This is an optimization exercise on Yosys and OpenROAD, whose aim is small area, a short achievable clock period and few clock cycles per item, not a production implementation.
Where RTL was checked, it was by simulation tests only, not by an equivalence proof against the original.
Power is estimated from default activity; no workload was simulated.

==> flow/design.v (excerpt) <==
module butterfly_pipe_unit #(
    parameter int unsigned WIDTH         = 16,
    parameter int unsigned FRACTION_BITS = 14,
    parameter int unsigned TAG_WIDTH     = 5
) (
    input  logic                 CLK,
    input  logic                 RST,
    input  logic                 in_valid,
    output logic                 in_ready,
    input  logic [WIDTH-1:0]     in_1_real,
    input  logic [WIDTH-1:0]     in_1_imag,
    input  logic [WIDTH-1:0]     in_2_real,
    input  logic [WIDTH-1:0]     in_2_imag,
    input  logic [WIDTH-1:0]     twiddle_real,
    input  logic [WIDTH-1:0]     twiddle_imag,
    input  logic [TAG_WIDTH-1:0] in_tag,
    input  logic                 mode_inverse,
    input  logic                 scale_half,
    output logic                 out_valid,
    input  logic                 out_ready,
    output logic [WIDTH-1:0]     even_real,
    output logic [WIDTH-1:0]     even_imag,
    output logic [WIDTH-1:0]     odd_real,
    output logic [WIDTH-1:0]     odd_imag,
    output logic [TAG_WIDTH-1:0] out_tag,
    output logic                 ovf_flag,
    input  logic                 ovf_clear
);
Size: about 610 flip-flops, ~180 I/O pins.
clock: 10.0 ns
lec_check: 0
abc_clock_period_in_ps: 3000
cap_margin: 20
core_margin: 2
core_utilization: 55
place_density: 0.72
setup_slack_margin: 5
slew_margin: 20
standard.sh (not shown) runs the stock make flow with config.mk's settings and CLKGATE_MAP_FILE= SYNTH_SCRIPT=/design/flow/synth_recipe.tcl, a recipe that flattens the netlist after the stock synthesis.
==> flow/flow/run.sh <==
#!/bin/bash
set -e
bash standard.sh SETUP_SLACK_MARGIN=${FLOW_MARGIN:-6.5} \
  "BUFFER_PORTS_ARGS=-buffer_cell sky130_fd_sc_hd__buf_1" finish > standard.log 2>&1
==> next run, changes <==
--- a/flow/design.v
+++ b/flow/design.v
@@ -22,20 +22,20 @@
     output logic [WIDTH-1:0]     even_imag,
     output logic [WIDTH-1:0]     odd_real,
     output logic [WIDTH-1:0]     odd_imag,
     output logic [TAG_WIDTH-1:0] out_tag,
     output logic                 ovf_flag,
     input  logic                 ovf_clear
 );
     localparam int unsigned SW = 19;                          
     localparam int unsigned RW = 4 * WIDTH + TAG_WIDTH + 1;   
-    logic en_q, rdy_q;    
-    assign in_ready = rdy_q;
+    logic en_q;
+    assign in_ready = en_q;
     logic [7:0] dr_one, dr_two, dr_neg, di_one, di_two, di_neg;
     always_comb begin
         for (int j = 0; j < 8; j++) begin
             logic r2, r1, r0, i2, i1, i0;
             r2 = twiddle_real[2*j+1];  r1 = twiddle_real[2*j];
             r0 = (j == 0) ? 1'b0 : twiddle_real[2*j-1];
             i2 = twiddle_imag[2*j+1];  i1 = twiddle_imag[2*j];
             i0 = (j == 0) ? 1'b0 : twiddle_imag[2*j-1];
             dr_one[j] = r1 ^ r0;
@@ -1712,24 +1712,23 @@
     wire [19:0] sumer = {p3r_x_q, 1'b1} + {p3r_ye_q, p3r_cie_q};
     assign ser = sumer[19:1];
     wire [19:0] sumor = {p3r_x_q, 1'b1} + {p3r_yo_q, p3r_cio_q};
     assign sor = sumor[19:1];
     wire [19:0] sumei = {p3i_x_q, 1'b1} + {p3i_ye_q, p3i_cie_q};
     assign sei = sumei[19:1];
     wire [19:0] sumoi = {p3i_x_q, 1'b1} + {p3i_yo_q, p3i_cio_q};
     assign soi = sumoi[19:1];
     function automatic logic [WIDTH:0] finish(input logic signed [SW-1:0] s, input logic half);
-        logic ovf, neg;
-        ovf = (s[SW-2] ^ s[SW-3]) | (s[SW-3] ^ s[SW-4]) | (!half && (s[SW-1] ^ s[SW-2]));
-        neg = half ? s[SW-2] : s[SW-1];
-        if (!ovf)     finish = {1'b0, s[WIDTH-1:0]};
-        else if (neg) finish = {2'b11, {(WIDTH - 1){1'b0}}};
-        else          finish = {2'b10, {(WIDTH - 1){1'b1}}};
+        logic signed [SW-1:0] v;
+        v = {half ? s[SW-2] : s[SW-1], s[SW-2:0]};
+        if (v[SW-1:WIDTH-1] == '0 || v[SW-1:WIDTH-1] == '1) finish = {1'b0, v[WIDTH-1:0]};
+        else if (v[SW-1])  finish = {2'b11, {(WIDTH - 1){1'b0}}};
+        else               finish = {2'b10, {(WIDTH - 1){1'b1}}};
     endfunction
     logic [WIDTH:0] fer, fei, for_, foi;
     assign fer  = finish(ser, half3_q);
     assign fei  = finish(sei, half3_q);
     assign for_ = finish(sor, half3_q);
     assign foi  = finish(soi, half3_q);
     logic [RW-1:0] res;
     assign res = {fer[WIDTH-1:0], fei[WIDTH-1:0], for_[WIDTH-1:0], foi[WIDTH-1:0], tag3_q,
                   fer[WIDTH] | fei[WIDTH] | for_[WIDTH] | foi[WIDTH]};
@@ -1738,26 +1737,24 @@
     logic          new_item, pop, load_out;
     assign new_item = en_q && v3_q;
     assign pop      = ov_q && out_ready;
     assign load_out = !ov_q || pop;
     always_ff @(posedge CLK) begin
         if (!RST) begin
             ov_q  <= 1'b0;
             sv_q  <= 1'b0;
             en_q  <= 1'b1;
-            rdy_q <= 1'b1;
             ovf_q <= 1'b0;
         end else begin
             if (load_out) ov_q <= sv_q || new_item;
             if (load_out)      sv_q <= 1'b0;
             else if (new_item) sv_q <= 1'b1;
             en_q  <= !(ov_q && !pop && (sv_q || new_item)) && !(sv_q && !load_out);
-            rdy_q <= !(ov_q && !out_ready && sv_q) && !(ov_q && !out_ready && new_item);
             ovf_q <= (ovf_q && !ovf_clear) ||
                      (load_out && (sv_q ? skid_q[0] : (new_item && res[0])));
         end
         if (load_out) out_q <= sv_q ? skid_q : res;
         if (!load_out && new_item) skid_q <= res;
     end
     assign out_valid = ov_q;
     assign {even_real, even_imag, odd_real, odd_imag, out_tag} = out_q[RW-1:1];
     assign ovf_flag  = ovf_q;
What happened: Synthesized cell count came out higher by a few percent; die area came out higher slightly; combinational power came out lower by a few percent; setup slack improved by 94 ps; power came out lower by a few percent; global-route usage came out lower by 0.11 points; sequential cell count came out lower by 1; area after synthesis came out higher slightly; routed wire length came out lower slightly; design area came out lower slightly; first-iteration DRC count came out lower by a few percent; core utilization came out lower by 0.88 points.
Testbench counts after the change, summed over its fixed seeds: cycles 16,032, items 16,000.
For the first run of this note, only the layout was checked, not whether the RTL still works.

## re-timing with driven ports
No port has a modelled driver above. Below, the same layouts with a new extraction and two added sets of constraints.
Step 1 (the two cells are an assumption about what drives the block):
set clk [get_ports {CLK}]
set_driving_cell -lib_cell sky130_fd_sc_hd__clkbuf_16 $clk
set_driving_cell -lib_cell sky130_fd_sc_hd__buf_2 [delete_from_list [all_inputs] $clk]
Step 2, shift: input delay + t, output delay - t, t = (earliest + latest rising clock arrival at the registers) / 2. This alone moves slack from input paths to output paths.
Slacks: ideal / step 1 / step 2; pairs: ideal / step 1.
run | t, ns | setup WS [ns] | hold WS [ns] | worst setup path after step 2 | slew at the worst register clock pin (ns)
the first run | 0.703 | 6.426 / 6.426 / 6.068 | 0.417 / 0.417 / 0.417 | input to register | 0.07 / 0.07
the second run | 0.708 | 6.520 / 6.520 / 6.075 | 0.418 / 0.418 / 0.418 | input to register | 0.06 / 0.06
After both steps every run listed still meets setup and hold. The setup slack of the second run, which loses most, moves by 0.000 ns with the drivers and by -0.445 ns with both steps.
